Context: an optimization exercise on an open-source flow, tuned for small area. The choices shown serve that exercise and are no tape-out recipe. RTL that was checked went through simulation tests only; none was proved equivalent to the original. Only the layout flow was run in runs 5 and 6; the RTL was not checked for function there. Power is estimated from default activity; no workload was simulated.

==> design/flow/design.v <==
package vid_pkg;
    typedef enum logic [2:0] {
        cmd_idle      = 3'b000,
        cmd_write     = 3'b001,
        cmd_read_req  = 3'b010,
        cmd_read_data = 3'b011,
        cmd_addr      = 3'b100
    } cmd_t;
    localparam logic [31:0] addr_ctrl    = 32'h0000_0000;
    localparam logic [31:0] addr_h1      = 32'h0000_0028;  
    localparam logic [31:0] addr_h2      = 32'h0000_0030;  
    localparam logic [31:0] addr_v1      = 32'h0000_0038;  
    localparam logic [31:0] addr_v2      = 32'h0000_0040;  
    localparam logic [31:0] addr_base    = 32'h0000_0048;
    localparam logic [31:0] addr_lineinc = 32'h0000_0050;
    localparam int count_w      = 13;
    localparam int div_w        = 6;   
    localparam int ctrl_en_bit  = 3;
    localparam int ctrl_div_lsb = 4;   
    localparam int fifo_depth  = 12;  
    localparam int fifo_aw     = $clog2(fifo_depth);
    localparam int fifo_thresh = 12;
    typedef struct packed {
        logic [7:0] red;
        logic [7:0] green;
        logic [7:0] blue;
    } pixel_t;
    typedef struct packed {
        logic [5:0]         spare;
        logic [count_w-1:0] hi;
        logic [count_w-1:0] lo;
    } span_t;
    typedef struct packed {
        logic [7:0] spare;
        pixel_t     pix;
    } pix_word_t;
    typedef union packed {
        span_t     span;
        pix_word_t pixel;
    } bus_word_u;
    function automatic logic count_ge(input logic [count_w-1:0] a,
                                      input logic [count_w-1:0] b);
        logic r;
        r = 1'b1;
        for (int i = 0; i < count_w; i++) begin
            r = (a[i] & ~b[i]) | (a[i] & r) | (~b[i] & r);
        end
        count_ge = r;
    endfunction
endpackage
`timescale 1ns/1ps
module bus_decode (
    input  logic               clk,
    input  logic               reset_n,
    input  vid_pkg::cmd_t               cmd_in,
    input  logic [31:0]        addr_data_in,
    output logic               en,
    output logic [vid_pkg::div_w-1:0]   pix_div,
    output logic [vid_pkg::count_w-1:0] h_size,
    output logic [vid_pkg::count_w-1:0] h_end,
    output logic [vid_pkg::count_w-1:0] hs_start,
    output logic [vid_pkg::count_w-1:0] hs_end,
    output logic [vid_pkg::count_w-1:0] v_size,
    output logic [vid_pkg::count_w-1:0] v_end,
    output logic [vid_pkg::count_w-1:0] vs_start,
    output logic [vid_pkg::count_w-1:0] vs_end,
    output logic [31:0]        base_addr,
    output logic [31:0]        line_inc,
    output logic               rd_valid,
    output vid_pkg::pixel_t             rd_pixel
);
    localparam logic [2:0] sel_ctrl = 3'd0;
    localparam logic [2:0] sel_h1   = 3'd1;
    localparam logic [2:0] sel_h2   = 3'd2;
    localparam logic [2:0] sel_v1   = 3'd3;
    localparam logic [2:0] sel_v2   = 3'd4;
    localparam logic [2:0] sel_base = 3'd5;
    localparam logic [2:0] sel_linc = 3'd6;
    localparam logic [2:0] sel_none = 3'd7;
    logic [2:0] reg_sel;
    logic [2:0] addr_sel;
    vid_pkg::bus_word_u   word;
    always_comb begin
        case (addr_data_in)
            vid_pkg::addr_ctrl:    addr_sel = sel_ctrl;
            vid_pkg::addr_h1:      addr_sel = sel_h1;
            vid_pkg::addr_h2:      addr_sel = sel_h2;
            vid_pkg::addr_v1:      addr_sel = sel_v1;
            vid_pkg::addr_v2:      addr_sel = sel_v2;
            vid_pkg::addr_base:    addr_sel = sel_base;
            vid_pkg::addr_lineinc: addr_sel = sel_linc;
            default:               addr_sel = sel_none;
        endcase
    end
    always_ff @(posedge clk or negedge reset_n) begin
        if (!reset_n) begin
            reg_sel <= sel_ctrl;
        end else if (cmd_in == vid_pkg::cmd_addr) begin
            reg_sel <= addr_sel;
        end
    end
    logic        clr;
    logic        wr;
    logic [31:0] wdata;
    always_ff @(posedge clk or negedge reset_n) begin
        if (!reset_n) begin
            clr <= 1'b1;
        end else begin
            clr <= 1'b0;
        end
    end
    assign wr    = (cmd_in == vid_pkg::cmd_write);
    assign wdata = addr_data_in & {32{!clr}};
    assign word  = wdata;
    always_ff @(posedge clk or negedge reset_n) begin
        if (!reset_n) begin
            en        <= 1'b0;
            base_addr <= '0;
        end else if (wr) begin
            if (reg_sel == sel_ctrl) begin
                en <= addr_data_in[vid_pkg::ctrl_en_bit];
            end
            if (reg_sel == sel_base) begin
                base_addr <= addr_data_in;
            end
        end
    end
    always_ff @(posedge clk) begin
        if (wr && reg_sel == sel_ctrl) begin
            pix_div <= addr_data_in[vid_pkg::ctrl_div_lsb +: vid_pkg::div_w];
        end
        if ((wr && reg_sel == sel_h1) || clr) begin
            h_size <= word.span.hi;
            h_end  <= word.span.lo;
        end
        if ((wr && reg_sel == sel_h2) || clr) begin
            hs_start <= word.span.hi;
            hs_end   <= word.span.lo;
        end
        if ((wr && reg_sel == sel_v1) || clr) begin
            v_size <= word.span.hi;
            v_end  <= word.span.lo;
        end
        if ((wr && reg_sel == sel_v2) || clr) begin
            vs_start <= word.span.hi;
            vs_end   <= word.span.lo;
        end
        if ((wr && reg_sel == sel_linc) || clr) begin
            line_inc <= wdata;
        end
    end
    assign rd_valid = (cmd_in == vid_pkg::cmd_read_data);
    assign rd_pixel = addr_data_in[23:0];
endmodule
`timescale 1ns/1ps
module scan_timing (
    input  logic               clk,
    input  logic               reset_n,
    input  logic               en,
    input  logic [vid_pkg::div_w-1:0]   pix_div,
    input  logic [vid_pkg::count_w-1:0] h_size,
    input  logic [vid_pkg::count_w-1:0] h_end,
    input  logic [vid_pkg::count_w-1:0] hs_start,
    input  logic [vid_pkg::count_w-1:0] hs_end,
    input  logic [vid_pkg::count_w-1:0] v_size,
    input  logic [vid_pkg::count_w-1:0] v_end,
    input  logic [vid_pkg::count_w-1:0] vs_start,
    input  logic [vid_pkg::count_w-1:0] vs_end,
    input  logic               above_thresh,
    output logic               pix_tick,
    output logic               visible,
    output logic               hsync_i,
    output logic               vsync_i,
    output logic               hblank_i,
    output logic               vblank_i
);
    logic [vid_pkg::div_w-1:0]   div_cnt;
    logic               running;   
    logic [vid_pkg::count_w-1:0] h_cnt;
    logic [vid_pkg::count_w-1:0] v_cnt;
    assign pix_tick = running && (div_cnt == pix_div);
    always_ff @(posedge clk or negedge reset_n) begin
        if (!reset_n) begin
            running <= 1'b0;
        end else if (!en) begin
            running <= 1'b0;
        end else if (!running) begin
            running <= above_thresh;
        end
    end
    always_ff @(posedge clk) begin
        if (!en || !running) begin
            div_cnt <= '0;
            h_cnt   <= '0;
            v_cnt   <= '0;
        end else if (pix_tick) begin
            div_cnt <= '0;
            if (h_cnt == h_end) begin
                h_cnt <= '0;
                if (v_cnt == v_end) begin
                    v_cnt <= '0;  
                end else begin
                    v_cnt <= v_cnt + 1'b1;
                end
            end else begin
                h_cnt <= h_cnt + 1'b1;
            end
        end else begin
            div_cnt <= div_cnt + 1'b1;
        end
    end
    assign hsync_i  = vid_pkg::count_ge(h_cnt, hs_start) && !vid_pkg::count_ge(h_cnt, hs_end);
    assign vsync_i  = vid_pkg::count_ge(v_cnt, vs_start) && !vid_pkg::count_ge(v_cnt, vs_end);
    assign hblank_i = vid_pkg::count_ge(h_cnt, h_size);
    assign vblank_i = vid_pkg::count_ge(v_cnt, v_size);
    assign visible  = !hblank_i && !vblank_i;
endmodule
`timescale 1ns/1ps
module fetch_engine (
    input  logic               clk,
    input  logic               reset_n,
    input  logic               en,
    input  logic [31:0]        base_addr,
    input  logic [31:0]        line_inc,
    input  logic [vid_pkg::count_w-1:0] h_size,
    input  logic [vid_pkg::count_w-1:0] v_size,
    input  logic               above_thresh,
    input  logic               rd_valid,
    output logic               req,
    output logic [31:0]        req_addr
);
    logic [vid_pkg::count_w-1:0] word_cnt;
    logic [vid_pkg::count_w-1:0] line_cnt;
    logic [31:0]        line_start;
    logic               at_line_start;  
    logic [vid_pkg::count_w-1:0] word_nxt;
    logic [vid_pkg::count_w-1:0] line_nxt;
    logic               word_last;
    logic               line_last;
    logic [29:0]        addr_inc;
    logic               outstanding;  
    logic               issue;
    assign issue     = en && !outstanding && !above_thresh;
    assign word_nxt  = word_cnt + 1'b1;
    assign line_nxt  = line_cnt + 1'b1;
    assign word_last = (word_nxt == h_size);  
    assign line_last = (line_nxt == v_size);
    assign addr_inc  = req_addr[31:2] + 30'(issue);
    always_ff @(posedge clk or negedge reset_n) begin
        if (!reset_n) begin
            outstanding <= 1'b0;
        end else if (issue) begin
            outstanding <= 1'b1;
        end else if (rd_valid) begin
            outstanding <= 1'b0;
        end
    end
    always_ff @(posedge clk or negedge reset_n) begin
        if (!reset_n) begin
            req      <= 1'b0;
            req_addr <= '0;
        end else begin
            req <= issue;
            if (issue && at_line_start) begin
                req_addr <= line_start;
            end else begin
                req_addr <= {addr_inc, req_addr[1:0]};
            end
        end
    end
    always_ff @(posedge clk) begin
        if (!en) begin
            word_cnt      <= '0;
            line_cnt      <= '0;
            line_start    <= base_addr;
            at_line_start <= 1'b1;
        end else if (issue) begin
            if (word_last) begin
                word_cnt      <= '0;
                at_line_start <= 1'b1;
                if (line_last) begin
                    line_cnt   <= '0;  
                    line_start <= base_addr;
                end else begin
                    line_cnt   <= line_nxt;
                    line_start <= line_start + line_inc;
                end
            end else begin
                word_cnt      <= word_nxt;
                at_line_start <= 1'b0;
            end
        end
    end
endmodule
`timescale 1ns/1ps
module pixel_fifo (
    input  logic   clk,
    input  logic   reset_n,
    input  logic   en,
    input  logic   rd_valid,
    input  vid_pkg::pixel_t rd_pixel,
    input  logic   pop,
    input  logic   show,     
    output vid_pkg::pixel_t head,
    output logic   full,
    output logic   empty,
    output logic   above_thresh,
    output logic   underflow
);
    localparam int depth = vid_pkg::fifo_thresh;
    logic [23:0]      mem [depth];
    logic [5:0]       wr_j;     
    logic [5:0]       rd_j;
    logic [depth-1:0] wr_sel;
    logic [depth-1:0] rd_sel;
    logic             wr_wrap;
    logic             rd_wrap;
    logic             same;
    logic             wr_en;
    logic             rd_en;
    function automatic logic [11:0] jdec(input logic [5:0] j);
        logic [11:0] d;
        d[0] = !j[0] && !j[5];
        for (int k = 1; k < 6; k++) d[k] = j[k-1] && !j[k];
        d[6] = j[5] && j[0];
        for (int k = 7; k < 12; k++) d[k] = !j[k-7] && j[k-6];
        jdec = d;
    endfunction
    assign wr_sel = jdec(wr_j);
    assign rd_sel = jdec(rd_j);
    assign wr_en = en && rd_valid;
    assign rd_en = pop && !empty;  
    always_ff @(posedge clk) begin
        if (!en) begin
            wr_j    <= '0;
            rd_j    <= '0;
            wr_wrap <= 1'b0;
            rd_wrap <= 1'b0;
        end else begin
            if (wr_en) begin
                wr_j <= {wr_j[4:0], !wr_j[5]};
                if (wr_sel[depth-1]) wr_wrap <= !wr_wrap;
            end
            if (rd_en) begin
                rd_j <= {rd_j[4:0], !rd_j[5]};
                if (rd_sel[depth-1]) rd_wrap <= !rd_wrap;
            end
        end
    end
    always_ff @(posedge clk) begin
        for (int i = 0; i < depth; i++) begin
            if (wr_en && wr_sel[i]) begin
                mem[i] <= rd_pixel;
            end
        end
    end
    logic [11:0] rs;
    logic [23:0] grp [4];
    assign rs = rd_sel & {12{show}};
    always_comb begin
        for (int g = 0; g < 4; g++) begin
            grp[g] = ({24{rs[3*g]}} & mem[3*g]) | ({24{rs[3*g+1]}} & mem[3*g+1]) | ({24{rs[3*g+2]}} & mem[3*g+2]);
        end
        head = grp[0] | grp[1] | grp[2] | grp[3];
    end
    assign same         = (wr_j == rd_j);
    assign empty        = same && (wr_wrap == rd_wrap);
    assign full         = same && (wr_wrap != rd_wrap);
    assign above_thresh = full;
    always_ff @(posedge clk or negedge reset_n) begin
        if (!reset_n) begin
            underflow <= 1'b0;
        end else if (!en) begin
            underflow <= 1'b0;
        end else if (pop && empty) begin
            underflow <= 1'b1;  
        end
    end
endmodule
`timescale 1ns/1ps
module pixel_out (
    input  logic       clk,
    input  logic       reset_n,
    input  logic       pix_tick,
    input  logic       visible,
    input  logic       hsync_i,
    input  logic       vsync_i,
    input  logic       hblank_i,
    input  logic       vblank_i,
    input  vid_pkg::pixel_t     head,
    input  logic       empty,
    input  logic       underflow,
    output logic       pop,
    output logic       show,
    output logic       hsync,
    output logic       vsync,
    output logic       hblank,
    output logic       vblank,
    output logic [7:0] red,
    output logic [7:0] green,
    output logic [7:0] blue,
    output logic       underrun
);
    assign pop  = pix_tick && visible;
    assign show = visible && !empty;
    always_ff @(posedge clk or negedge reset_n) begin
        if (!reset_n) begin
            hsync  <= 1'b0;
            vsync  <= 1'b0;
            hblank <= 1'b0;
            vblank <= 1'b0;
            red    <= '0;
            green  <= '0;
            blue   <= '0;
        end else if (pix_tick) begin
            hsync  <= hsync_i;
            vsync  <= vsync_i;
            hblank <= hblank_i;
            vblank <= vblank_i;
            red   <= head.red;
            green <= head.green;
            blue  <= head.blue;
        end
    end
    always_ff @(posedge clk or negedge reset_n) begin
        if (!reset_n) begin
            underrun <= 1'b0;
        end else begin
            underrun <= underflow;
        end
    end
endmodule
`timescale 1ns/1ps
module video_ctrl (
    input  logic        clk,
    input  logic        reset_n,
    input  vid_pkg::cmd_t        cmd_in,
    input  logic [31:0] addr_data_in,
    output logic        req,
    output logic [31:0] req_addr,
    output logic        hsync,
    output logic        vsync,
    output logic        hblank,
    output logic        vblank,
    output logic [7:0]  red,
    output logic [7:0]  green,
    output logic [7:0]  blue,
    output logic        underrun
);
    logic               en;
    logic [vid_pkg::div_w-1:0]   pix_div;
    logic [vid_pkg::count_w-1:0] h_size;
    logic [vid_pkg::count_w-1:0] h_end;
    logic [vid_pkg::count_w-1:0] hs_start;
    logic [vid_pkg::count_w-1:0] hs_end;
    logic [vid_pkg::count_w-1:0] v_size;
    logic [vid_pkg::count_w-1:0] v_end;
    logic [vid_pkg::count_w-1:0] vs_start;
    logic [vid_pkg::count_w-1:0] vs_end;
    logic [31:0]        base_addr;
    logic [31:0]        line_inc;
    logic               rd_valid;
    vid_pkg::pixel_t             rd_pixel;
    vid_pkg::pixel_t             head;
    logic               empty;
    logic               above_thresh;
    logic               underflow;
    logic               pix_tick;
    logic               visible;
    logic               hsync_i;
    logic               vsync_i;
    logic               hblank_i;
    logic               vblank_i;
    logic               pop;
    logic               show;
    bus_decode bus_decode_inst (
        .clk          (clk),
        .reset_n      (reset_n),
        .cmd_in       (cmd_in),
        .addr_data_in (addr_data_in),
        .en           (en),
        .pix_div      (pix_div),
        .h_size       (h_size),
        .h_end        (h_end),
        .hs_start     (hs_start),
        .hs_end       (hs_end),
        .v_size       (v_size),
        .v_end        (v_end),
        .vs_start     (vs_start),
        .vs_end       (vs_end),
        .base_addr    (base_addr),
        .line_inc     (line_inc),
        .rd_valid     (rd_valid),
        .rd_pixel     (rd_pixel)
    );
    scan_timing scan_timing_inst (
        .clk          (clk),
        .reset_n      (reset_n),
        .en           (en),
        .pix_div      (pix_div),
        .h_size       (h_size),
        .h_end        (h_end),
        .hs_start     (hs_start),
        .hs_end       (hs_end),
        .v_size       (v_size),
        .v_end        (v_end),
        .vs_start     (vs_start),
        .vs_end       (vs_end),
        .above_thresh (above_thresh),
        .pix_tick     (pix_tick),
        .visible      (visible),
        .hsync_i      (hsync_i),
        .vsync_i      (vsync_i),
        .hblank_i     (hblank_i),
        .vblank_i     (vblank_i)
    );
    fetch_engine fetch_engine_inst (
        .clk          (clk),
        .reset_n      (reset_n),
        .en           (en),
        .base_addr    (base_addr),
        .line_inc     (line_inc),
        .h_size       (h_size),
        .v_size       (v_size),
        .above_thresh (above_thresh),
        .rd_valid     (rd_valid),
        .req          (req),
        .req_addr     (req_addr)
    );
    pixel_fifo pixel_fifo_inst (
        .clk          (clk),
        .reset_n      (reset_n),
        .en           (en),
        .rd_valid     (rd_valid),
        .rd_pixel     (rd_pixel),
        .pop          (pop),
        .show         (show),
        .head         (head),
        .full         (),
        .empty        (empty),
        .above_thresh (above_thresh),
        .underflow    (underflow)
    );
    pixel_out pixel_out_inst (
        .clk       (clk),
        .reset_n   (reset_n),
        .pix_tick  (pix_tick),
        .visible   (visible),
        .hsync_i   (hsync_i),
        .vsync_i   (vsync_i),
        .hblank_i  (hblank_i),
        .vblank_i  (vblank_i),
        .head      (head),
        .empty     (empty),
        .underflow (underflow),
        .pop       (pop),
        .show      (show),
        .hsync     (hsync),
        .vsync     (vsync),
        .hblank    (hblank),
        .vblank    (vblank),
        .red       (red),
        .green     (green),
        .blue      (blue),
        .underrun  (underrun)
    );
endmodule
==> design/flow/flow/run.sh <==
#!/bin/bash
# Standard ORFS layout with three changes: an area-oriented ABC mapping script
# the smallest buffer on the I/O ports, and a clock tree with larger sink
# clusters and no dummy loads.
set -euo pipefail
S=$PWD/scripts_mod
rm -rf "$S"
cp -r "$FLOW_HOME/scripts" "$S"
cp flow/abc.script "$S/abc_speed.script"
python3 flow/grt_patch.py "$S/global_route.tcl"
bash standard.sh SCRIPTS_DIR="$S" \
  "BUFFER_PORTS_ARGS=-buffer_cell sky130_fd_sc_hd__buf_1" \
  "CTS_ARGS=-sink_clustering_enable -repair_clock_nets -dont_use_dummy_load -buf_list sky130_fd_sc_hd__clkbuf_8 -sink_clustering_size 16 -sink_clustering_max_diameter 100" \
  RECOVER_POWER=100 finish > standard.log 2>&1
==> design/flow/flow/abc.script <==
strash
ifraig
scorr
dc2
strash
dch -f
&get -n
&nf -p -F 8 -A 4 -D 4500
&put
topo
==> design/flow/flow/grt_patch.py <==
import sys
p = sys.argv[1]
s = open(p).read()
old = "  recover_power_helper\n"
new = """  recover_power_helper
  if { $::env(RECOVER_POWER) != 0 } {
    # Downsizing can leave slew or capacitance violations: repair them
    repair_design_helper
    log_cmd detailed_placement
  }
"""
assert s.count(old) == 1
open(p, 'w').write(s.replace(old, new))
==> design/flow/standard.sh <==
#!/bin/bash
# synth_recipe.tcl (not shown) runs the flow's synth.tcl, then flattens the netlist and writes it again
# the make line also repeats each setting of config.mk as NAME=value (left out here)
make -C /OpenROAD-flow-scripts/flow DESIGN_CONFIG=/design/flow/config.mk WORK_HOME=/design/flow/orfs CLKGATE_MAP_FILE= SYNTH_SCRIPT=/design/flow/synth_recipe.tcl "${@:-finish}"
==> design/flow/config.mk <==
export PLATFORM = sky130hd
export DESIGN_NAME = video_ctrl
export DESIGN_NICKNAME = video_ctrl
export VERILOG_FILES = /design/flow/design.v
export SDC_FILE = /design/flow/constraint.sdc
export NUM_CORES = 4
export LEC_CHECK = 0
export CAP_MARGIN = 0
export CORE_MARGIN = 2
export CORE_UTILIZATION = 60
export SLEW_MARGIN = 0
==> design/flow/constraint.sdc <==
create_clock -name core_clock -period 5.0 [get_ports {clk}]
set_input_delay 1.0000 -clock core_clock [delete_from_list [all_inputs] [get_ports {clk}]]
set_output_delay 1.0000 -clock core_clock [all_outputs]
set_load 0.01 [all_outputs]
==> impl_metrics.tcl, run 1 <==
set metrics [dict create \
    nFillCells 3178 \
    ant_nets 0 \
    async_flop_share_pct 16.0 \
    track_usage_pct 29.9 \
    fin_crit_sh_pct 92.7 \
    final_max_slew_viol_count 0 \
    layout_min_cycle_time_ns 4.64 \
    clkLatencyLatePin_ns 0.69 \
    core_area_sq_um 42100 \
    status "no timing/DRC/antenna violations" \
    syn_avg_cell_area_sq_um 13.9 \
    drt_wl_total_mm 65.7 \
    cap_violations 0 \
    synthDistinctLibCells 55 \
    die-area_sq_um 44600 \
    synth-seq-cells 637 \
    power.leakage_uw 0.00986 \
    num_rows 75 \
    synthCells 1853 \
    clockBufferDepth 3 \
    skew_ns 0.0733 \
    dp_hpwl_mm 41.5 \
    cts_made_buffers 45 \
    via_per_inst 6.52 \
    hold_class "in2async" \
    drive_above_1_share_pct 5.85 \
    ios 99 \
    worstMarginPinSlew_ns 1.38 \
    path_clk_slew_ns 0.10 \
    io_buffers 98 \
    required_ns 5.33 \
    start_kind "flip-flop" \
    yosys-top-cells-area "edfxtp_1 54%, dfrtp_1 9.8%, dfxtp_1 5.7%" \
    hold_viol 0 \
    reg2reg_depth 26 \
    cts_tree "built" \
    synth.largest_area_cell "edfxtp_1" \
    grt.overflow.total 0 \
    hold_ws_ns 0.430 \
    gp_congestion 0.888 \
    yosysSeqAreaShare_pct 69.4 \
    drt_iter0_markers 1800 \
    reg2reg_slack_ns 0.36 \
    yosysWarnings 7 \
    area_growth_pct 8.38 \
    fmax_mhz 216 \
    grt_first_pass_wirelength_mm 98.0 \
    peakVddDrop_mv 0.282 \
    dp_slack_ns -0.0254 \
    synth-main-ff-cell "edfxtp_1" \
    drc 0 \
    antenna_found_initial 4 \
    critPathKind "reg2reg" \
    initial_core_util_pct 61.2 \
    nNetsFinal 2129 \
    cts_max_level 2 \
    crit_fanout 4 \
    timing.rr.start "fetch_engine_inst.line_start[0]" \
    clock-sinks 637 \
    die_w_um 211 \
    vias 16900 \
    grt_max_degree 60 \
    relSlewSlack_pct 7.84 \
    synth_edf_count 462 \
    synth_fp_nets 1929 \
    firstDrtPassIters 5 \
    end_kind "flip-flop" \
    r2r_end "fetch_engine_inst.line_start[28]" \
    yosysTopAreaCellShare_pct 53.8 \
    wl_per_cell_um 25.4 \
    antenna_cells 0 \
    grt_pass1_vias 16200 \
    cts_root_buffer "clkbuf_8" \
    rsz0062_at_grt "yes" \
    power.density_nw_per_um2 363 \
    die_h_um 211 \
    synth_area_sq_um 25800 \
    setup_viol_count_final 0 \
    arrival_ns 4.97 \
    setup_slack_ns 0.363 \
]
[synth_stat cells (38+ instances only)]
cell and count:
edfxtp_1 462, nor2_1 141, a21oi_1 120, dfrtp_1 101, nand2_1 93, a221oi_1 83, dfxtp_1 73, clkinv_1 65
a22o_1 63, o21ai_0 56, a22oi_1 43, xnor2_1 43, nor2b_1 41, xor2_1 40, nor3_1 39, o22ai_1 39
ha_1 38
[layout by cell type (no fill, tap or decap), types with 6 or more instances in the layout]
cell,Yosys,routed
a211oi_1,7,6
a31oi_1,32,31
a21oi_2,0,6
edfxtp_1,462,462
dfxtp_1,73,73
xnor2_1,43,43
nor2_1,141,122
mux2_1,35,35
nand2_1,93,93
nor2b_1,41,40
clkinv_1,65,64
or2_0,7,7
nand4_1,15,15
nor3_1,39,39
ha_1,38,38
nand2b_1,9,9
clkbuf_1,0,37
nor2_4,0,9
a22oi_1,43,43
clkbuf_8,0,45
o22ai_1,39,39
a21oi_1,120,114
o21ai_0,56,52
o21bai_1,9,9
nand3_1,18,18
nor4_1,17,16
a221oi_1,83,83
and4_1,6,6
nor2_2,0,10
a21o_1,29,29
buf_4,0,16
buf_1,0,77
o21a_1,16,16
xor2_1,40,40
and3_1,34,34
a22o_1,63,63
o221a_1,8,8
o31ai_1,11,10
dfrtp_1,101,101
clkbuf_2,0,18
[through the flow]
| step | setup TNS (ns) | area, sq um | instances | total power, uW | util (%) |
|---|---|---|---|---|---|
| after global placement | 0 | 27400 | 2543 | 7840 | 64.9 |
| after global routing | -0.103 | 27900 | 2590 | 10600 | 66.3 |
| after detailed placement | -0.0254 | 27400 | 2543 | 7870 | 64.9 |
| after CTS | 0 | 28000 | 2588 | 10200 | 66.4 |
| after floorplan | 0 | 25800 | 1853 | 7280 | - |
| final | 0 | 27900 | 2590 | 10100 | 66.3 |
[area by class of cell]
type | instances | area, sq um | share of cell area [%]
sequential | 637 | 17900 | 64.0
multi-input combinational | 1151 | 7800 | 27.9
timing repair buffer | 153 | 708 | 2.54
tap | 539 | 674 | 2.41
clock buffer | 45 | 619 | 2.22
inverter | 65 | 244 | 0.873
[per-layer routing]
layer	GRT usage (%)	vias up	part of all wire, %
met4	8.09	2	2.2
met3	5.13	98	9.3
met5	0	-	0.024
met1	43.9	8374	42
li1	-	7655	-
met2	46.7	766	46
[worst max path at each step]
| stage | slack [ns] | end | start | cells after the start |
|---|---|---|---|---|
| finish | 0.36 | fetch_engine_inst.line_start[28] | fetch_engine_inst.line_start[0] | 26 |
| global route | -0.04 | fetch_engine_inst.line_start[28] | fetch_engine_inst.line_start[0] | 26 |
| CTS | 0.01 | fetch_engine_inst.line_start[29] | bus_decode_inst.line_inc[1] | 24 |
| detailed placement | -0.03 | fetch_engine_inst.line_start[30] | fetch_engine_inst.line_start[0] | 26 |
| global placement | 0.13 | fetch_engine_inst.line_start[30] | fetch_engine_inst.line_start[0] | 26 |
| floorplan | 0.22 | fetch_engine_inst.line_start[30] | fetch_engine_inst.line_start[0] | 26 |
[state kept, by name, indices dropped and copies added, names as in the netlist, 8 cells and up]
signal and count:
fetch_engine_inst.line_start 32, fetch_engine_inst.line_cnt 13, fetch_engine_inst.req_addr 32, scan_timing_inst.h_cnt 13, pixel_out_inst.blue 8, bus_decode_inst.v_end 13, pixel_out_inst.green 8, bus_decode_inst.vs_end 13
bus_decode_inst.base_addr 32, fetch_engine_inst.word_cnt 13, pixel_out_inst.red 8, bus_decode_inst.h_size 13, bus_decode_inst.v_size 13, bus_decode_inst.line_inc 32, bus_decode_inst.vs_start 13, pixel_fifo_inst.mem 288
bus_decode_inst.h_end 13, bus_decode_inst.hs_start 13, bus_decode_inst.hs_end 13, scan_timing_inst.v_cnt 13
[critical path: stages, from the launching register on]
cell,delay (ns)
edfxtp_1,0.36
ha_1,0.17
clkinv_1,0.09
fa_1,0.46
clkinv_1,0.06
a21oi_1,0.07
o21ai_2,0.15
a21oi_1,0.09
o21ai_1,0.17
a21oi_1,0.09
o21bai_1,0.16
a21oi_1,0.09
o21bai_1,0.16
a21oi_1,0.09
o21bai_1,0.17
a21oi_1,0.09
o21bai_1,0.18
a21o_1,0.15
a21oi_1,0.09
o21a_1,0.22
o21ai_1,0.18
a31oi_1,0.17
o21ai_2,0.22
a31oi_2,0.16
o21ai_0,0.26
xnor2_1,0.15
a21oi_1,0.08
[what timing repair did]
item,4_1_cts,5_1_grt
pin swaps,0,6
endpoints found under the setup margin,1,16
hold buffers,0,0
hold endpoints to repair,0,0
cloned,0,0
resized for setup,1,17
buffers inserted,0,1
[cell families after synthesis]
group | count (synthesis) | synth area share [%]
multiplexers | 39 | 1.68
XOR/XNOR | 83 | 2.82
buffers and inverters | 65 | 0.947
adder cells (fa/ha/maj) | 41 | 2.00
other | 1 | 0.0145
AND/OR/NAND/NOR | 445 | 8.44
flip-flops | 637 | 69.4
AO/OA/AOI/OAI | 542 | 14.7
[where the power goes]
part / total [uW] / internal, uW / switching [uW]
clock network: 2370 / 810 / 1560
logic: 1440 / 545 / 897
registers: 6330 / 6060 / 278
total: 10100 / 7410 / 2740
==> inputs of run 2 (changes only) <==
--- a/design/flow/flow/run.sh
+++ b/design/flow/flow/run.sh
@@ -1,5 +1,10 @@
 #!/bin/bash
-# Standard ORFS layout with three changes: an area-oriented ABC mapping script
-# the smallest buffer on the I/O ports, and a clock tree with larger sink
-# clusters and no dummy loads.
+# Standard ORFS layout (the standard.sh) with these changes:
+# - an area-oriented ABC mapping script (flow/abc.script) in place of the speed one,
+# - the smallest buffer (buf_1) on the I/O ports,
+# - a clock tree of clkbuf_8 with larger sink clusters and no dummy loads,
+# - power (area) recovery after global routing, followed by a design repair
+#   pass so that the downsizing leaves no slew or capacitance violations.
+# All tool output goes to standard.log here; ORFS also keeps its per-step logs
+# under orfs/logs.
 set -euo pipefail
--- a/design/flow/config.mk
+++ b/design/flow/config.mk
@@ -9,3 +9,3 @@
 export CORE_MARGIN = 2
-export CORE_UTILIZATION = 60
+export CORE_UTILIZATION = 65
 export SLEW_MARGIN = 0
==> run 2 against run 1 <==
Die area down 7.5%; sequential cell count unchanged; via count up 0.43%; clock power about the same; cell area barely moved; cell count is 0.81% lower; sequential power is essentially flat; worst setup slack worse by 0.011 ns; hold slack worse by 0.11 ns; combinational power hardly changed; global-route usage up 1.6 points; total power up 0.18%; largest cell class unchanged; highest routed layer unchanged.
==> impl_metrics.tcl, run 2 <==
set metrics [dict create \
    syn_avg_cell_area_sq_um 13.9 \
    final_max_slew_viol_count 0 \
    top_register "pixel_fifo_inst.mem" \
    die_w_um 203 \
    synth_fp_nets 1929 \
    core_area_sq_um 38900 \
    synth.most_common_cell "edfxtp_1" \
    drc 0 \
    track_usage_pct 31.5 \
    synth_area_sq_um 25800 \
    cts_max_level 2 \
    synth_edf_count 462 \
    layout_min_cycle_time_ns 4.65 \
    ant_nets 0 \
    firstDrtPassIters 6 \
    drt_iter0_markers 1845 \
    grt.overflow.total 0 \
    yosys-top-cells-area "edfxtp_1 54%, dfrtp_1 9.8%, dfxtp_1 5.7%" \
    io_buffers 98 \
    yosysSeqAreaShare_pct 69.4 \
    grt_pass1_vias 16300 \
    worstMarginPinSlew_ns 1.23 \
    end_kind "flip-flop" \
    arrival_ns 5.21 \
    swShare_pct 27.0 \
    hold_viol 0 \
    cts_tree "built" \
    wl_per_cell_um 25.0 \
    nNetsFinal 2129 \
    yosysWarnings 7 \
    num_rows 72 \
    peakVddDrop_mv 0.309 \
    yosysTopAreaCellShare_pct 53.8 \
    layout_common_cells "462 x edfxtp_1, 121 x nor2_1, 115 x a21oi_1" \
    fmax_mhz 215 \
    clock-sinks 637 \
    dp_hpwl_mm 40.5 \
    hold_class "in2async" \
    status "no timing/DRC/antenna violations" \
    fin_crit_sh_pct 93.0 \
    async_flop_share_pct 16.0 \
    relSlewSlack_pct 17.6 \
    synth-seq-cells 637 \
    fin_area_sq_um 28000 \
    initial_core_util_pct 66.2 \
    synthCells 1853 \
    clkPwrFrac_pct 23.4 \
    ctsHoldBuffers 0 \
    cap_violations 0 \
    power.leakage_uw 0.00988 \
    ios 99 \
    synth-main-ff-cell "edfxtp_1" \
    via_per_inst 6.60 \
    synth_common_cells "462 x edfxtp_1, 141 x nor2_1, 120 x a21oi_1" \
    largest_reg_flops 288 \
    clockBufferDepth 3 \
    path_clk_slew_ns 0.11 \
    start_kind "flip-flop" \
    grt_first_pass_wirelength_mm 96.8 \
    placed_area_sq_um 27300 \
    drt_wl_total_mm 64.3 \
    crit_fanout 5 \
    synth.largest_area_cell "edfxtp_1" \
    clkLatencyLatePin_ns 0.68 \
    drive_above_1_share_pct 6.29 \
    die-area_sq_um 41300 \
    antenna_found_initial 2 \
    vias 17000 \
    skew_ns 0.0662 \
    p_comb_share_pct 14.2 \
    required_ns 5.56 \
    critPathKind "reg2reg" \
    gp_congestion 0.896 \
    grt_max_degree 42 \
    cts_made_buffers 45 \
    mostFrequentLayoutCell "edfxtp_1" \
    power.density_nw_per_um2 364 \
    seqPwrFrac_pct 62.5 \
    antenna_cells 0 \
    p_int_uw 7420 \
    die_h_um 203 \
    synthDistinctLibCells 55 \
    fin_setup_tns_ns 0 \
    net-switching-power_uw 2750 \
    setup_viol_count_final 0 \
    cts_root_buffer "clkbuf_8" \
    area_growth_pct 8.47 \
]
## run 2: cell counts after synthesis
Identical to the previous run, type by type.
## run 2: repair_timing
item                                    4_1_cts  5_1_grt
pin swaps                                     0        4
setup buffers                                 0        4
resized for setup                             1       21
cloned                                        0        0
endpoints found under the setup margin        1       19
## run 2: kinds of logic (layout without fill, tap and decap cells)
logic type / after synthesis / after routing / share of synthesized area (%)
DFF: 637 / 637 / 69.4
AOI/OAI and AO/OA: 542 / 542 / 14.7
and+or+nand+nor: 445 / 445 / 8.44
xor gates and xnor gates: 83 / 83 / 2.82
buffers and inverters: 65 / 263 / 0.947
adders and majority gates: 41 / 41 / 2.00
muxes: 39 / 39 / 1.68
other: 1 / 1 / 0.0145
## run 2: power by group through the flow
stage | registers (uW) | logic, uW | clock network, uW
finish | 6350 | 1440 | 2370
global route | 6400 | 1600 | 2570
CTS | 6350 | 1410 | 2390
detailed placement | 6460 | 1400 | 0
global placement | 6450 | 1370 | 0
floorplan | 6440 | 844 | 0
## run 2: path summary, 6_finish.rpt
check / startpoint / to / slack (ns) / cells past startpoint
worst max-delay path: pixel_fifo_inst.wr_j[5] / fetch_engine_inst.req_addr[30] / 0.35 / 24
worst min-delay path: reset_n / pixel_out_inst.blue[2] / 0.32 / 1
worst max register to register: pixel_fifo_inst.wr_j[5] / fetch_engine_inst.req_addr[30] / 0.35 / 24
worst min register to register: pixel_fifo_inst.underflow / pixel_out_inst.underrun / 0.40 / 0
max in group asynchronous: reset_n / fetch_engine_inst.req_addr[31] / 3.08 / 3
min in group core_clock: pixel_fifo_inst.underflow / pixel_out_inst.underrun / 0.40 / 0
## run 2: metrics by stage
step	util, %	hold slack, ns	setup WS (ns)	instances	total power (uW)
final	71.8	0.320	0.351	2569	10200
after global routing	71.8	0.312	-0.0259	2569	10600
after CTS	71.8	0.379	0.0621	2562	10100
after detailed placement	70.2	0.371	0.00348	2517	7860
after global placement	70.2	0.370	0.164	2517	7820
after floorplan	-	0.354	0.222	1853	7280
## run 2: area by class of cell
class                           instances  area [sq um]
Tap cell                              518           648
Timing Repair Buffer                  153           734
Sequential cell                       637         17900
Clock buffer                           45           619
Fill cell                            2749         11000
Multi-Input combinational cell       1151          7820
Inverter                               65           244
## run 2: routing by layer
metal	part of all wire (%)	track usage [%]
met3	9.4	5.98
met5	0.020	0
met1	42	45.8
met2	46	48.9
met4	2.5	10.1
## run 2: worst max-delay path, cell delays in order (launching register included)
cell and delay, ns:
dfxtp_2 0.37, clkinv_1 0.08, buf_4 0.16, o22ai_1 0.16, nor4_1 0.08, nand2_1 0.08, nor2_1 0.05, or3_4 0.38
inv_2 0.13, ha_1 0.18, ha_1 0.20, and4_1 0.27, nand4_1 0.17, nor2b_1 0.20, and3_1 0.22, and3_1 0.20
and3_1 0.20, and3_1 0.20, and3_1 0.20, and3_1 0.20, and3_1 0.20, and3_1 0.22, nand4_1 0.12, xor2_1 0.16
a21oi_1 0.14
==> inputs of run 3 (changes only) <==
--- a/design/flow/config.mk
+++ b/design/flow/config.mk
@@ -9,3 +9,3 @@
 export CORE_MARGIN = 2
-export CORE_UTILIZATION = 65
+export CORE_UTILIZATION = 60
 export SLEW_MARGIN = 0
==> run 3 against run 2 <==
Total power decreased by 0.18%; hold slack improved by 0.11 ns; worst setup slack improved by 0.011 ns; clock skew increased by 0.0072 ns; register-to-register slack about the same; count of clock-buffer cells in the layout unchanged; critical endpoint is now fetch_engine_inst.line_start[28]; largest cell class unchanged; largest power group unchanged.
==> impl_metrics.tcl, run 3 <==
set metrics [dict create \
    top_register "pixel_fifo_inst.mem" \
    synth_area_sq_um 25800 \
    gp_congestion 0.888 \
    synth_edf_count 462 \
    drt_iter0_markers 1800 \
    dr_wl_met2_mm 30.5 \
    via_per_inst 6.52 \
    peakVddDrop_mv 0.282 \
    dr.max_layer_used "met5" \
    synthCells 1853 \
    skew_ns 0.0733 \
    fmax_mhz 216 \
    syn_avg_cell_area_sq_um 13.9 \
    ctsHoldBuffers 0 \
    cts_max_level 2 \
    yosys-top-cells-area "edfxtp_1 54%, dfrtp_1 9.8%, dfxtp_1 5.7%" \
    yosysSeqAreaShare_pct 69.4 \
    setup_slack_ns 0.363 \
    antenna_cells 0 \
    cap_violations 0 \
    hold_class "in2async" \
    yosysWarnings 7 \
    power.density_nw_per_um2 363 \
    vias 16900 \
    nFillCells 3178 \
    setup_viol_count_final 0 \
    nNetsFinal 2129 \
    final_core_util_pct 66.3 \
    die_w_um 211 \
    synthDistinctLibCells 55 \
    dp_slack_ns -0.0254 \
    critPathKind "reg2reg" \
    cts_tree "built" \
    die_h_um 211 \
    num_rows 75 \
    track_usage_pct 29.9 \
    status "no timing/DRC/antenna violations" \
    cts_made_buffers 45 \
    clockBufferDepth 3 \
    placed_area_sq_um 27400 \
    end_kind "flip-flop" \
    firstDrtPassIters 5 \
    power.leakage_uw 0.00986 \
    synth_common_cells "462 x edfxtp_1, 141 x nor2_1, 120 x a21oi_1" \
    grt_max_degree 60 \
    worstMarginPinSlew_ns 1.38 \
    placed_cells 2543 \
    start_kind "flip-flop" \
    core_area_sq_um 42100 \
    drc 0 \
    routedLengthMet1_mm 27.6 \
    clock-sinks 637 \
    stdcell_count 2590 \
    synth-seq-cells 637 \
    synth_fp_nets 1929 \
    grt.overflow.total 0 \
    synth.largest_area_cell "edfxtp_1" \
    hold_viol 0 \
    die-area_sq_um 44600 \
    ant_nets 0 \
    layout_common_cells "462 x edfxtp_1, 122 x nor2_1, 114 x a21oi_1" \
    arrival_ns 4.97 \
    ios 99 \
    path_clk_slew_ns 0.10 \
    route.met3.wl_mm 6.12 \
    clkLatencyLatePin_ns 0.69 \
    area_growth_pct 8.38 \
    rsz0062_at_grt "yes" \
    fin_area_sq_um 27900 \
    fin_crit_sh_pct 92.7 \
    drive_above_1_share_pct 5.85 \
    cts_root_buffer "clkbuf_8" \
    dp_hpwl_mm 41.5 \
    final_max_slew_viol_count 0 \
    async_flop_share_pct 16.0 \
    synth.most_common_cell "edfxtp_1" \
    io_buffers 98 \
    required_ns 5.33 \
    grt_first_pass_wirelength_mm 98.0 \
    antenna_found_initial 4 \
    layout_min_cycle_time_ns 4.64 \
    initial_core_util_pct 61.2 \
    largest_reg_flops 288 \
    crit_fanout 4 \
    total_power_uw 10100 \
    synth-main-ff-cell "edfxtp_1" \
    drt_wl_total_mm 65.7 \
    grt_pass1_vias 16200 \
    mostFrequentLayoutCell "edfxtp_1" \
    yosysTopAreaCellShare_pct 53.8 \
    relSlewSlack_pct 7.84 \
    wl_per_cell_um 25.4 \
]
==> run 3: power by group <==
part	internal [uW]	total (uW)	switching [uW]
clock	810	2370	1560
sequential	6060	6330	278
combinational	545	1440	897
==> run 3: what timing repair did <==
item	in CTS	in global routing
setup endpoints to repair	1	16
buffers inserted	0	1
resized for setup	1	17
pin swaps	0	6
==> run 3: stage by stage <==
stage          TNS (ns)  hold slack (ns)
6_report              0            0.430
5_1_grt          -0.103            0.454
4_1_cts               0            0.433
3_5_place_dp    -0.0254            0.422
3_3_place_gp          0            0.413
2_1_floorplan         0            0.354
==> run 3: area by class of cell <==
class                      instances  area (sq um)  area share (%)
inverter                          65           244           0.873
multi-input combinational       1151          7800            27.9
sequential                       637         17900            64.0
timing repair buffer             153           708            2.54
tap                              539           674            2.41
clock buffer                      45           619            2.22
==> run 3: per-layer routing <==
metal / up-vias / GRT usage, %
met1: 8374 / 43.9
met2: 766 / 46.7
met3: 98 / 5.13
met4: 2 / 8.09
li1: 7655 / -
met5: - / 0
==> run 3: worst max-delay path, cell delays in order (launching register included) <==
cell      delay, ns
edfxtp_1       0.36
ha_1           0.17
clkinv_1       0.09
fa_1           0.46
clkinv_1       0.06
a21oi_1        0.07
o21ai_2        0.15
a21oi_1        0.09
o21ai_1        0.17
a21oi_1        0.09
o21bai_1       0.16
a21oi_1        0.09
o21bai_1       0.16
a21oi_1        0.09
o21bai_1       0.17
a21oi_1        0.09
o21bai_1       0.18
a21o_1         0.15
a21oi_1        0.09
o21a_1         0.22
o21ai_1        0.18
a31oi_1        0.17
o21ai_2        0.22
a31oi_2        0.16
o21ai_0        0.26
xnor2_1        0.15
a21oi_1        0.08
==> run 3: final timing paths <==
check | cells after the start | to | slack, ns | from
worst max-delay path | 26 | fetch_engine_inst.line_start[28] | 0.36 | fetch_engine_inst.line_start[0]
worst min-delay path | 1 | pixel_out_inst.blue[4] | 0.43 | reset_n
worst max register to register | 26 | fetch_engine_inst.line_start[28] | 0.36 | fetch_engine_inst.line_start[0]
worst min register to register | 0 | pixel_out_inst.underrun | 0.45 | pixel_fifo_inst.underflow
max in group asynchronous | 2 | pixel_out_inst.red[7] | 3.19 | reset_n
min in group core_clock | 0 | pixel_out_inst.underrun | 0.45 | pixel_fifo_inst.underflow
==> run 3: kinds of logic after synthesis <==
logic type | synth area share (%)
mux | 1.68
simple gates | 8.44
compound gates | 14.7
fa+ha+maj | 2.00
flops | 69.4
buf+inv | 0.947
other cells | 0.0145
xor+xnor | 2.82
==> inputs of run 4 (changes only) <==
--- a/design/flow/flow/run.sh
+++ b/design/flow/flow/run.sh
@@ -15,2 +15,3 @@
 python3 flow/grt_patch.py "$S/global_route.tcl"
+python3 flow/rsz_patch.py "$S/resize.tcl"
 bash standard.sh SCRIPTS_DIR="$S" \
==> design/flow/flow/rsz_patch.py (new file) <==
import sys
p = sys.argv[1]
s = open(p).read()
old = "repair_design_helper\n"
new = """repair_design_helper
if { $::env(RECOVER_POWER) != 0 } {
  # Downsize gates that timing does not need, then repair slew and capacitance
  recover_power_helper
  repair_design_helper
}
"""
assert s.count(old) == 1
open(p, 'w').write(s.replace(old, new))
==> run 4 against run 3 <==
The layout now fails its checks (capacitance limit, slew limit); die area stayed put; worst setup slack better by 0.020 ns; total power is essentially flat; clock skew down 0.028 ns; area after synthesis stayed put; critical path type unchanged; synthesized cell count stayed put; global-route usage hardly changed.
==> impl_metrics.tcl, run 4 <==
set metrics [dict create \
    status "complete, but fails checks" \
    violations "capacitance limit, slew limit" \
    drt_wl_total_mm 66.1 \
    fin_area_sq_um 27900 \
    arrival_ns 4.96 \
    firstDrtPassIters 5 \
    yosysSeqAreaShare_pct 69.4 \
    end_kind "flip-flop" \
    clock-sinks 637 \
    via_per_inst 6.53 \
    synth_common_cells "462 x edfxtp_1, 141 x nor2_1, 120 x a21oi_1" \
    cts_root_buffer "clkbuf_8" \
    cts_made_buffers 45 \
    die_h_um 211 \
    cp_slowest_cell "edfxtp_1" \
    cp_num_buf_inv 0 \
    path_cells "ha_1 -> a21o_1 -> a21oi_1 -> o21ai_0 -> a21oi_2 -> o21ai_0 -> a21oi_2 -> o21bai_1 -> a21oi_1 -> o21bai_1 -> a21oi_2 -> o21bai_1 -> a21oi_2 -> o21bai_1 -> a21o_1 -> a21o_1 -> a21oi_2 -> o31a_1 -> o31a_1 -> nor2_1 -> a211oi_2 -> o21ai_0 -> xnor2_1 -> a21oi_1" \
    peakVddDrop_mv 0.261 \
    slowest_delay_ns 0.41 \
    ios 99 \
    grt_first_pass_wirelength_mm 98.3 \
    synth_fp_nets 1929 \
    synth-main-ff-cell "edfxtp_1" \
    cpLargestDelayFamily "compound AO/OA/AOI/OAI gates" \
    grt.overflow.total 0 \
    largest_reg_flops 288 \
    clkLatencyLatePin_ns 0.66 \
    use_met3_pct 4.53 \
    syn_avg_cell_area_sq_um 13.9 \
    grt.busiest_layer "met2" \
    crit_start "bus_decode_inst.line_inc[1]" \
    num_rows 75 \
    die_w_um 211 \
    clockBufferDepth 3 \
    worstMarginPinSlew_ns 1.52 \
    ctsHoldBuffers 0 \
    placed_area_sq_um 27300 \
    initial_core_util_pct 61.2 \
    track_usage_pct 29.9 \
    fmax_mhz 217 \
    yosysWarnings 7 \
    cts_max_level 2 \
    layout_common_cells "462 x edfxtp_1, 122 x nor2_1, 115 x a21oi_1" \
    wl_per_cell_um 25.4 \
    min_from "pixel_fifo_inst.underflow" \
    power.density_nw_per_um2 363 \
    grt_pass1_vias 16200 \
    hold_viol 0 \
    vias 17000 \
    core_area_sq_um 42100 \
    synth-seq-cells 637 \
    setup_viol_count_final 0 \
    required_ns 5.35 \
    gp_congestion 0.888 \
    grt_max_degree 60 \
    cts_tree "built" \
    top_register "pixel_fifo_inst.mem" \
    setup_slack_ns 0.383 \
    placed_cells 2546 \
    nNetsFinal 2132 \
    synth.largest_area_cell "edfxtp_1" \
    path_clk_slew_ns 0.10 \
    power.leakage_uw 0.00985 \
    layout_min_cycle_time_ns 4.62 \
    relSlewSlack_pct -1.27 \
    final_max_slew_viol_count 8 \
    synthCells 1853 \
    async_flop_share_pct 16.0 \
    dp_slack_ns -0.0385 \
    grt.met2_usage_pct 46.4 \
    drc 0 \
    dp_hpwl_mm 41.6 \
    crit_fanout 4 \
    synth_area_sq_um 25800 \
    yosysTopAreaCellShare_pct 53.8 \
    area_growth_pct 8.42 \
    hold_class "reg2reg" \
    die-area_sq_um 44600 \
    io_buffers 98 \
    stdcell_count 2596 \
    fin_crit_sh_pct 92.3 \
    start_kind "flip-flop" \
    synth_edf_count 462 \
    drive_above_1_share_pct 5.74 \
    yosys-top-cells-area "edfxtp_1 54%, dfrtp_1 9.8%, dfxtp_1 5.7%" \
    skew_ns 0.0451 \
    use_met1_pct 44.6 \
    critPathKind "reg2reg" \
    antenna_found_initial 4 \
    fin_setup_tns_ns 0 \
    synthDistinctLibCells 55 \
    synth.most_common_cell "edfxtp_1" \
    ant_nets 0 \
    mostFrequentLayoutCell "edfxtp_1" \
    drt_iter0_markers 1768 \
    timing.rr.start "bus_decode_inst.line_inc[1]" \
    path_common_cell "a21oi_2" \
    cap_violations 1 \
]
==> run 4: cell counts after synthesis <==
No cell type changed its count.
==> run 4: cell families after synthesis <==
| group | count (synthesis) | synth area share (%) |
|---|---|---|
| AOI/OAI and AO/OA | 542 | 14.7 |
| other | 1 | 0.0145 |
| buffers and inverters | 65 | 0.947 |
| DFF | 637 | 69.4 |
| and+or+nand+nor | 445 | 8.44 |
| xor gates and xnor gates | 83 | 2.82 |
| muxes | 39 | 1.68 |
| adders and majority gates | 41 | 2.00 |
==> run 4: final timing paths <==
path | endpoint | depth (start not counted) | slack [ns]
worst max-delay path | fetch_engine_inst.line_start[29] | 24 | 0.38
worst min-delay path | pixel_out_inst.underrun | 0 | 0.45
worst max register to register | fetch_engine_inst.line_start[29] | 24 | 0.38
worst min register to register | pixel_out_inst.underrun | 0 | 0.45
max in group asynchronous | bus_decode_inst.base_addr[22] | 3 | 3.22
min in group asynchronous | pixel_out_inst.red[4] | 2 | 0.57
==> run 4: power breakdown <==
group,internal (uW),switching [uW],total (uW)
clock network,811,1560,2370
registers,6060,276,6330
logic,541,897,1440
total,7410,2740,10100
==> run 4: layer usage <==
layer	share of wire [%]	vias up
met5	0.018	-
met4	2.1	2
met3	8.8	95
met2	46	715
met1	43	8489
li1	-	7662
==> run 4: worst register-to-register path: cells and delay by family, from the launching register on <==
| kind | cells | cell delay (ns) |
|---|---|---|
| AO/OA/AOI/OAI | 21 | 3.37 |
| flip-flops | 1 | 0.41 |
| adder cells (fa/ha/maj) | 1 | 0.31 |
| XOR/XNOR | 1 | 0.15 |
| AND/OR/NAND/NOR | 1 | 0.07 |
==> run 4: final cells by class <==
cell class                      count  area (sq um)
Sequential cell                   637         17900
Timing Repair Buffer              156           701
Tap cell                          539           674
Fill cell                        3128         14200
Inverter                           65           244
Clock buffer                       45           619
Multi-Input combinational cell   1151          7810
Antenna cell                        3          7.51
==> run 4: per-stage QoR <==
step | power [uW] | utilization [%] | hold WS (ns)
3_5_place_dp | 7870 | 64.7 | 0.407
5_1_grt | 10600 | 66.3 | 0.452
6_report | 10100 | 66.3 | 0.447
3_3_place_gp | 7840 | 64.9 | 0.413
4_1_cts | 10200 | 66.2 | 0.353
2_1_floorplan | 7280 | - | 0.354
==> run 4: repair_timing <==
item,4_1_cts,5_1_grt
setup endpoints to repair,2,27
pin swaps,0,9
setup buffers,0,2
gates resized for setup,1,24
==> inputs of run 5 (changes only) <==
--- a/design/flow/design.v
+++ b/design/flow/design.v
@@ -71,25 +71,14 @@
 );
-    localparam logic [2:0] sel_ctrl = 3'd0;
-    localparam logic [2:0] sel_h1   = 3'd1;
-    localparam logic [2:0] sel_h2   = 3'd2;
-    localparam logic [2:0] sel_v1   = 3'd3;
-    localparam logic [2:0] sel_v2   = 3'd4;
-    localparam logic [2:0] sel_base = 3'd5;
-    localparam logic [2:0] sel_linc = 3'd6;
-    localparam logic [2:0] sel_none = 3'd7;
-    logic [2:0] reg_sel;
-    logic [2:0] addr_sel;
+    localparam logic [3:0] sel_ctrl = 4'h0;
+    localparam logic [3:0] sel_h1   = 4'h5;
+    localparam logic [3:0] sel_h2   = 4'h6;
+    localparam logic [3:0] sel_v1   = 4'h7;
+    localparam logic [3:0] sel_v2   = 4'h8;
+    localparam logic [3:0] sel_base = 4'h9;
+    localparam logic [3:0] sel_linc = 4'ha;
+    localparam logic [3:0] sel_none = 4'hf;
+    logic [3:0] reg_sel;
+    logic [3:0] addr_sel;
     vid_pkg::bus_word_u   word;
-    always_comb begin
-        case (addr_data_in)
-            vid_pkg::addr_ctrl:    addr_sel = sel_ctrl;
-            vid_pkg::addr_h1:      addr_sel = sel_h1;
-            vid_pkg::addr_h2:      addr_sel = sel_h2;
-            vid_pkg::addr_v1:      addr_sel = sel_v1;
-            vid_pkg::addr_v2:      addr_sel = sel_v2;
-            vid_pkg::addr_base:    addr_sel = sel_base;
-            vid_pkg::addr_lineinc: addr_sel = sel_linc;
-            default:               addr_sel = sel_none;
-        endcase
-    end
+    assign addr_sel = (addr_data_in[31:7] == '0 && addr_data_in[2:0] == '0) ? addr_data_in[6:3] : sel_none;
     always_ff @(posedge clk or negedge reset_n) begin
@@ -243,6 +232,6 @@
     assign issue     = en && !outstanding && !above_thresh;
-    assign word_nxt  = word_cnt + 1'b1;
+    assign word_nxt  = word_cnt + 1'b1;  
     assign line_nxt  = line_cnt + 1'b1;
-    assign word_last = (word_nxt == h_size);  
-    assign line_last = (line_nxt == v_size);
+    assign word_last = (word_cnt == h_size);
+    assign line_last = (line_cnt == v_size);  
     assign addr_inc  = req_addr[31:2] + 30'(issue);
@@ -272,4 +261,4 @@
         if (!en) begin
-            word_cnt      <= '0;
-            line_cnt      <= '0;
+            word_cnt      <= 13'd1;
+            line_cnt      <= 13'd1;
             line_start    <= base_addr;
@@ -278,6 +267,6 @@
             if (word_last) begin
-                word_cnt      <= '0;
+                word_cnt      <= 13'd1;
                 at_line_start <= 1'b1;
                 if (line_last) begin
-                    line_cnt   <= '0;  
+                    line_cnt   <= 13'd1;  
                     line_start <= base_addr;
--- a/design/flow/flow/run.sh
+++ b/design/flow/flow/run.sh
@@ -15,3 +15,2 @@
 python3 flow/grt_patch.py "$S/global_route.tcl"
-python3 flow/rsz_patch.py "$S/resize.tcl"
 bash standard.sh SCRIPTS_DIR="$S" \
removed: design/flow/flow/rsz_patch.py
==> run 5 against run 4 <==
The run now finishes clean; fmax shrank 2.2%; total power grew 4.5%; critical path depth shrank 2; largest power group unchanged; non-clock buffer count grew 17; hold slack lost 0.14 ns; combinational power grew 21%; clock power is essentially flat; register-to-register slack lost 0.10 ns; critical endpoint is now fetch_engine_inst.req_addr[30]; first-iteration DRC count shrank 4.5%; clock skew grew 0.040 ns.
==> impl_metrics.tcl, run 5 <==
set metrics [dict create \
    initial_core_util_pct 60.9 \
    drt_iter0_markers 1688 \
    syn_avg_cell_area_sq_um 14.2 \
    seq_area_sq_um 17900 \
    drive_above_1_share_pct 6.55 \
    fmax_mhz 212 \
    synth_simple_gate_area_share_pct 7.82 \
    clockBufferDepth 3 \
    largest_reg_flops 288 \
    path_common_cell "and3_1" \
    num_rows 75 \
    cp_slowest_cell "or4_1" \
    antenna_cells 0 \
    gp_congestion 0.890 \
    synth_fp_nets 1874 \
    setup_slack_ns 0.280 \
    track_usage_pct 29.8 \
    dp_hpwl_mm 40.0 \
    layout_common_cells "462 x edfxtp_1, 109 x a21oi_1, 102 x dfrtp_1" \
    dp_slack_ns 0.0996 \
    ctsHoldBuffers 0 \
    cpLargestDelayFamily "simple AND/OR/NAND/NOR gates" \
    synth-main-ff-cell "edfxtp_1" \
    wl_per_cell_um 25.4 \
    vias 16800 \
    io_buffers 98 \
    drc 0 \
    required_ns 5.53 \
    r2r_end "fetch_engine_inst.req_addr[30]" \
    area_growth_pct 9.74 \
    hold_viol 0 \
    synth-seq-cells 638 \
    ant_nets 0 \
    reg2reg_depth 22 \
    synth_edf_count 462 \
    critPathKind "reg2reg" \
    setup_viol_count_final 0 \
    nFillCells 3117 \
    yosys.area_share.adder_pct 2.06 \
    cts_max_level 2 \
    fin_area_sq_um 28000 \
    crit_fanout 5 \
    synth_compound_area_share_pct 15.1 \
    fin_crit_sh_pct 94.4 \
    synthDistinctLibCells 60 \
    firstDrtPassIters 6 \
    cts_made_buffers 45 \
    mostFrequentLayoutCell "edfxtp_1" \
    cts_tree "built" \
    via_per_inst 6.56 \
    grt_max_degree 58 \
    synth.largest_area_cell "edfxtp_1" \
    die_w_um 210 \
    synth_top_family_by_area "compound AO/OA/AOI/OAI gates" \
    skew_ns 0.0850 \
    grt.overflow.total 0 \
    cp_num_buf_inv 1 \
    multiInputGateArea_sq_um 7480 \
    final_core_util_pct 66.8 \
    yosysTopAreaCellShare_pct 54.3 \
    yosysSeqAreaShare_pct 70.1 \
    slowest_delay_ns 0.57 \
    layout_min_cycle_time_ns 4.72 \
    synth.most_common_cell "edfxtp_1" \
    synth_common_cells "462 x edfxtp_1, 110 x a21oi_1, 102 x dfrtp_1" \
    grt_pass1_vias 16300 \
    hold_class "in2async" \
    final_max_slew_viol_count 0 \
    cts_root_buffer "clkbuf_8" \
    clock-sinks 638 \
    status "no timing/DRC/antenna violations" \
    timing.rr.start "pixel_fifo_inst.wr_j[3]" \
    placed_area_sq_um 27400 \
    synth.mux.area_fraction_pct 1.84 \
    yosysWarnings 7 \
    ios 99 \
    power.density_nw_per_um2 378 \
    path_cells "xnor2_1 -> o221ai_1 -> or4_1 -> nor2_2 -> nor3b_2 -> buf_4 -> ha_1 -> ha_1 -> and4_1 -> nand4_1 -> nor2b_1 -> and3_1 -> and3_1 -> and3_1 -> and3_1 -> and3_1 -> and3_1 -> and3_1 -> and3_1 -> nand4_1 -> xor2_1 -> a21oi_1" \
    grt_first_pass_wirelength_mm 97.9 \
    die_h_um 210 \
    end_kind "flip-flop" \
    clkLatencyLatePin_ns 0.69 \
    nNetsFinal 2094 \
    synthCells 1798 \
    synth_area_sq_um 25500 \
    reg2reg_slack_ns 0.28 \
    peakVddDrop_mv 0.282 \
    cap_violations 0 \
    async_flop_share_pct 16.1 \
    worstMarginPinSlew_ns 1.28 \
    synth-xor-area-share_pct 1.82 \
    path_clk_slew_ns 0.11 \
    relSlewSlack_pct 14.5 \
    yosys-top-cells-area "edfxtp_1 54%, dfrtp_1 10%, dfxtp_1 5.7%" \
    arrival_ns 5.25 \
    drt_wl_total_mm 64.8 \
    die-area_sq_um 44200 \
    top_register "pixel_fifo_inst.mem" \
    antenna_found_initial 2 \
    power.leakage_uw 0.00988 \
    start_kind "flip-flop" \
    core_area_sq_um 41900 \
]
[run 5: cell count changes in the layout (fill, tap and decap cells not counted), moves of 9 or more]
cell / delta
and3_1: +16
a22oi_1: -35
a222oi_1: +9
nor2_4: -10
o21ai_0: +12
o221ai_1: +17
buf_12: +14
a41oi_1: +9
clkinv_1: +17
nand2_1: -22
xor2_1: -18
nor2_1: -31
xnor2_1: -12
[run 5: worst max-delay path by stage]
stage                                     from                          endpoint  slack, ns  depth (start not counted)
2_1_floorplan        scan_timing_inst.v_cnt[0]            pixel_out_inst.blue[3]       0.06                         19
3_3_place_gp   fetch_engine_inst.line_start[0]  fetch_engine_inst.line_start[30]       0.31                         22
3_5_place_dp   fetch_engine_inst.line_start[0]  fetch_engine_inst.line_start[30]        0.1                         22
4_1_cts        fetch_engine_inst.line_start[0]  fetch_engine_inst.line_start[30]       0.11                         22
5_1_grt                pixel_fifo_inst.wr_j[3]    fetch_engine_inst.req_addr[30]      -0.02                         22
6_report               pixel_fifo_inst.wr_j[3]    fetch_engine_inst.req_addr[30]       0.28                         22
[run 5: repair_timing]
item                                    in CTS  in global routing
setup buffers                                0                  2
endpoints found under the setup margin       1                 10
pin swaps                                    0                  6
resized for setup                            1                 17
[run 5: logic make-up after synthesis]
group	Yosys count
buf+inv	81
compound gates	546
mux	42
fa+ha+maj	42
flops	638
other cells	1
xor+xnor	53
simple gates	395
[run 5: where the power goes]
group	internal [uW]	switching, uW
combinational	673	1070
sequential	6160	340
clock	810	1550
[run 5: layout make-up]
cell class	count	share of cell area, %
sequential	638	63.9
multi-input combinational	1079	26.7
timing repair buffer	173	3.70
tap	539	2.41
clock buffer	45	2.21
inverter	81	1.08
[run 5: routing by layer]
metal	wire (um)	global-route usage (%)	up-vias
met3	5040	4.72	108
met5	8	0	-
met1	26100	39.9	8407
met4	1770	9.66	2
li1	-	-	7572
met2	31900	50.5	675
[run 5: metrics by stage]
step	cells	setup TNS [ns]	power (uW)	hold WS [ns]
after detailed placement	2501	0	8320	0.398
after global routing	2555	-0.0160	11100	0.306
after global placement	2501	0	8270	0.403
after floorplan	1798	0	7660	0.354
final	2555	0	10600	0.307
after CTS	2546	0	10600	0.464
==> inputs of run 6 (changes only) <==
==> design/flow/flow/run.sh (replaced) <==
#!/bin/bash
# Standard ORFS layout with three changes: an area-oriented ABC mapping script
# the smallest buffer on the I/O ports, and a clock tree with larger sink
# clusters and no dummy loads.
set -euo pipefail
S=$PWD/scripts_mod
rm -rf "$S"
cp -r "$FLOW_HOME/scripts" "$S"
cp flow/abc.script "$S/abc_speed.script"
bash standard.sh SCRIPTS_DIR="$S" \
  "BUFFER_PORTS_ARGS=-buffer_cell sky130_fd_sc_hd__buf_1" \
  "CTS_ARGS=-sink_clustering_enable -repair_clock_nets -dont_use_dummy_load -buf_list sky130_fd_sc_hd__clkbuf_8 -sink_clustering_size 16 -sink_clustering_max_diameter 100" \
  finish > standard.log 2>&1
removed: design/flow/flow/grt_patch.py
==> run 6 against run 5 <==
Still clean on timing, DRC and antenna; combinational power is essentially flat; hold slack gained 0.14 ns; core utilization grew 0.090 points; critical path type unchanged; highest routed layer is now met4.
==> impl_metrics.tcl, run 6 <==
set metrics [dict create \
    status "no timing/DRC/antenna violations" \
    dp_hpwl_mm 40.0 \
    crit_fanout 5 \
    final_max_slew_viol_count 0 \
    fin_crit_sh_pct 93.7 \
    setup_viol_count_final 0 \
    required_ns 5.53 \
    io_buffers 98 \
    skew_ns 0.0803 \
    largest_reg_flops 288 \
    firstDrtPassIters 7 \
    cts_made_buffers 45 \
    syn_avg_cell_area_sq_um 14.2 \
    setup_slack_ns 0.317 \
    area_growth_pct 9.89 \
    ctsHoldBuffers 0 \
    yosysTopAreaCellShare_pct 54.3 \
    drt_wl_total_mm 64.8 \
    cts_root_buffer "clkbuf_8" \
    cts_max_level 2 \
    synth_edf_count 462 \
    hold_class "reg2reg" \
    die_h_um 210 \
    die_w_um 210 \
    antenna_cells 0 \
    wl_per_cell_um 25.4 \
    power.density_nw_per_um2 378 \
    track_usage_pct 29.8 \
    worstMarginPinSlew_ns 1.17 \
    grt.overflow.total 0 \
    arrival_ns 5.21 \
    fmax_mhz 214 \
    grt_first_pass_wirelength_mm 97.9 \
    layout_min_cycle_time_ns 4.68 \
    fin_setup_tns_ns 0 \
    synth_area_sq_um 25500 \
    antenna_found_initial 2 \
    mostFrequentLayoutCell "edfxtp_1" \
    synth_fp_nets 1874 \
    hold_ws_ns 0.451 \
    gp_congestion 0.890 \
    synth-seq-cells 638 \
    peakVddDrop_mv 0.280 \
    path_clk_slew_ns 0.11 \
    start_kind "flip-flop" \
    synth-main-ff-cell "edfxtp_1" \
    critPathKind "reg2reg" \
    clockBufferDepth 3 \
    top_register "pixel_fifo_inst.mem" \
    synth_common_cells "462 x edfxtp_1, 110 x a21oi_1, 102 x dfrtp_1" \
    grt_pass1_vias 16300 \
    async_flop_share_pct 16.1 \
    cts_tree "built" \
    relSlewSlack_pct 21.9 \
    core_area_sq_um 41900 \
    placed_area_sq_um 27400 \
    num_rows 75 \
    grt_max_degree 58 \
    dp_slack_ns 0.0996 \
    drive_above_1_share_pct 7.91 \
    synth.most_common_cell "edfxtp_1" \
    yosysWarnings 7 \
    clkLatencyLatePin_ns 0.68 \
    drc 0 \
    hold_viol 0 \
    end_kind "flip-flop" \
    synthCells 1798 \
    clock-sinks 638 \
    die-area_sq_um 44200 \
    initial_core_util_pct 60.9 \
    synth.largest_area_cell "edfxtp_1" \
    ios 99 \
    yosysSeqAreaShare_pct 70.1 \
    vias 16800 \
    cap_violations 0 \
    synthDistinctLibCells 60 \
    ant_nets 0 \
    layout_common_cells "462 x edfxtp_1, 109 x a21oi_1, 102 x dfrtp_1" \
    yosys-top-cells-area "edfxtp_1 54%, dfrtp_1 10%, dfxtp_1 5.7%" \
    fin_area_sq_um 28100 \
    nNetsFinal 2087 \
    rsz0062_at_grt "no" \
    via_per_inst 6.58 \
    power.leakage_uw 0.00993 \
    drt_iter0_markers 1640 \
]
## run 6: routing by layer
| metal | vias up | routed length [um] | GRT usage [%] |
|---|---|---|---|
| li1 | 7549 | - | - |
| met1 | 8394 | 26100 | 39.9 |
| met2 | 702 | 31800 | 50.5 |
| met3 | 119 | 5040 | 4.72 |
| met4 | 0 | 1880 | 9.66 |
| met5 | - | 0 | 0 |
## run 6: stage by stage
stage	total power, uW	cells	util [%]
global route	11100	2548	66.9
detailed placement	8320	2501	65.3
floorplan	7660	1798	-
finish	10600	2548	66.9
CTS	10600	2546	66.8
global placement	8270	2501	65.3
## run 6: area by class of cell
class                   instances  area [sq um]
flip-flops and latches        638         17900
inverters                      81           304
clock buffers                  45           619
fillers                      3095         13900
well taps                     539           674
multi-input cells            1079          7520
repair buffers                166          1030
## run 6: path summary, 6_finish.rpt
check / startpoint / end / slack, ns / depth (start not counted)
max in group asynchronous: reset_n / fetch_engine_inst.req_addr[6] / 3.39 / 2
min in group asynchronous: reset_n / bus_decode_inst.base_addr[5] / 0.54 / 1
setup / recovery: pixel_fifo_inst.wr_j[3] / fetch_engine_inst.req_addr[30] / 0.32 / 22
setup reg to reg: pixel_fifo_inst.wr_j[3] / fetch_engine_inst.req_addr[30] / 0.32 / 22
hold / removal: pixel_fifo_inst.underflow / pixel_out_inst.underrun / 0.45 / 0
hold reg to reg: pixel_fifo_inst.underflow / pixel_out_inst.underrun / 0.45 / 0
## run 6: critical path, stage by stage, from the launching register on
cell and delay [ns]:
dfxtp_1 0.46, xnor2_1 0.15, o221ai_1 0.12, or4_1 0.57, nor2_2 0.17, nor3b_2 0.06
buf_4 0.15, ha_1 0.19, ha_1 0.22, and4_1 0.23, nand4_1 0.13, nor2b_1 0.07
and3_1 0.20, and3_1 0.23, and3_1 0.22, and3_1 0.20, and3_1 0.20, and3_1 0.21
and3_1 0.21, and3_1 0.22, nand4_1 0.11, xor2_1 0.15, a21oi_1 0.08
## run 6: repair_timing
action	in CTS	in global routing
cloned	0	0
gates resized for setup	1	17
pin swaps	0	6
setup buffers	0	2
endpoints found under the setup margin	1	10
## run 6: cell families after synthesis
logic type | Yosys count | share of synthesized area [%]
AO/OA/AOI/OAI | 546 | 15.1
XOR/XNOR | 53 | 1.82
adder cells (fa/ha/maj) | 42 | 2.06
buffers and inverters | 81 | 1.19
flip-flops | 638 | 70.1
multiplexers | 42 | 1.84
other | 1 | 0.0147
AND/OR/NAND/NOR | 395 | 7.82
## run 6: power by group
| group | leakage, uW | switching (uW) | internal, uW |
|---|---|---|---|
| clock | 0.000324 | 1540 | 810 |
| sequential | 0.00631 | 341 | 6160 |
| combinational | 0.00330 | 1070 | 685 |
| total | 0.00993 | 2950 | 7650 |

==> what the ideal ports hide <==
How much do the figures lean on ideal ports? The routed layouts below were timed once more, with nothing changed but the port constraints. Step 1 sets driving cells, clkbuf_16 on the clock port and buf_2 on the other inputs (assumed; they add their load-dependent delay and slew). Step 2 times the ports against the registers' clock, not the clock port: input delays grow and output delays shrink by t, the midpoint of the rising clock arrivals with the driver on. a / b / c = no drivers / after step 1 / after step 2; a / b = the first two.
| run | t (ns) | setup slack, ns |
|---|---|---|
| run 1 | 0.708 | 0.363 / 0.363 / 0.363 |
| run 2 | 0.701 | 0.351 / 0.351 / 0.351 |
| run 3 | 0.708 | 0.363 / 0.363 / 0.363 |
| run 4 | 0.684 | 0.383 / 0.383 / 0.383 |
| run 5 | 0.703 | 0.280 / 0.280 / 0.280 |
| run 6 | 0.698 | 0.317 / 0.317 / 0.317 |
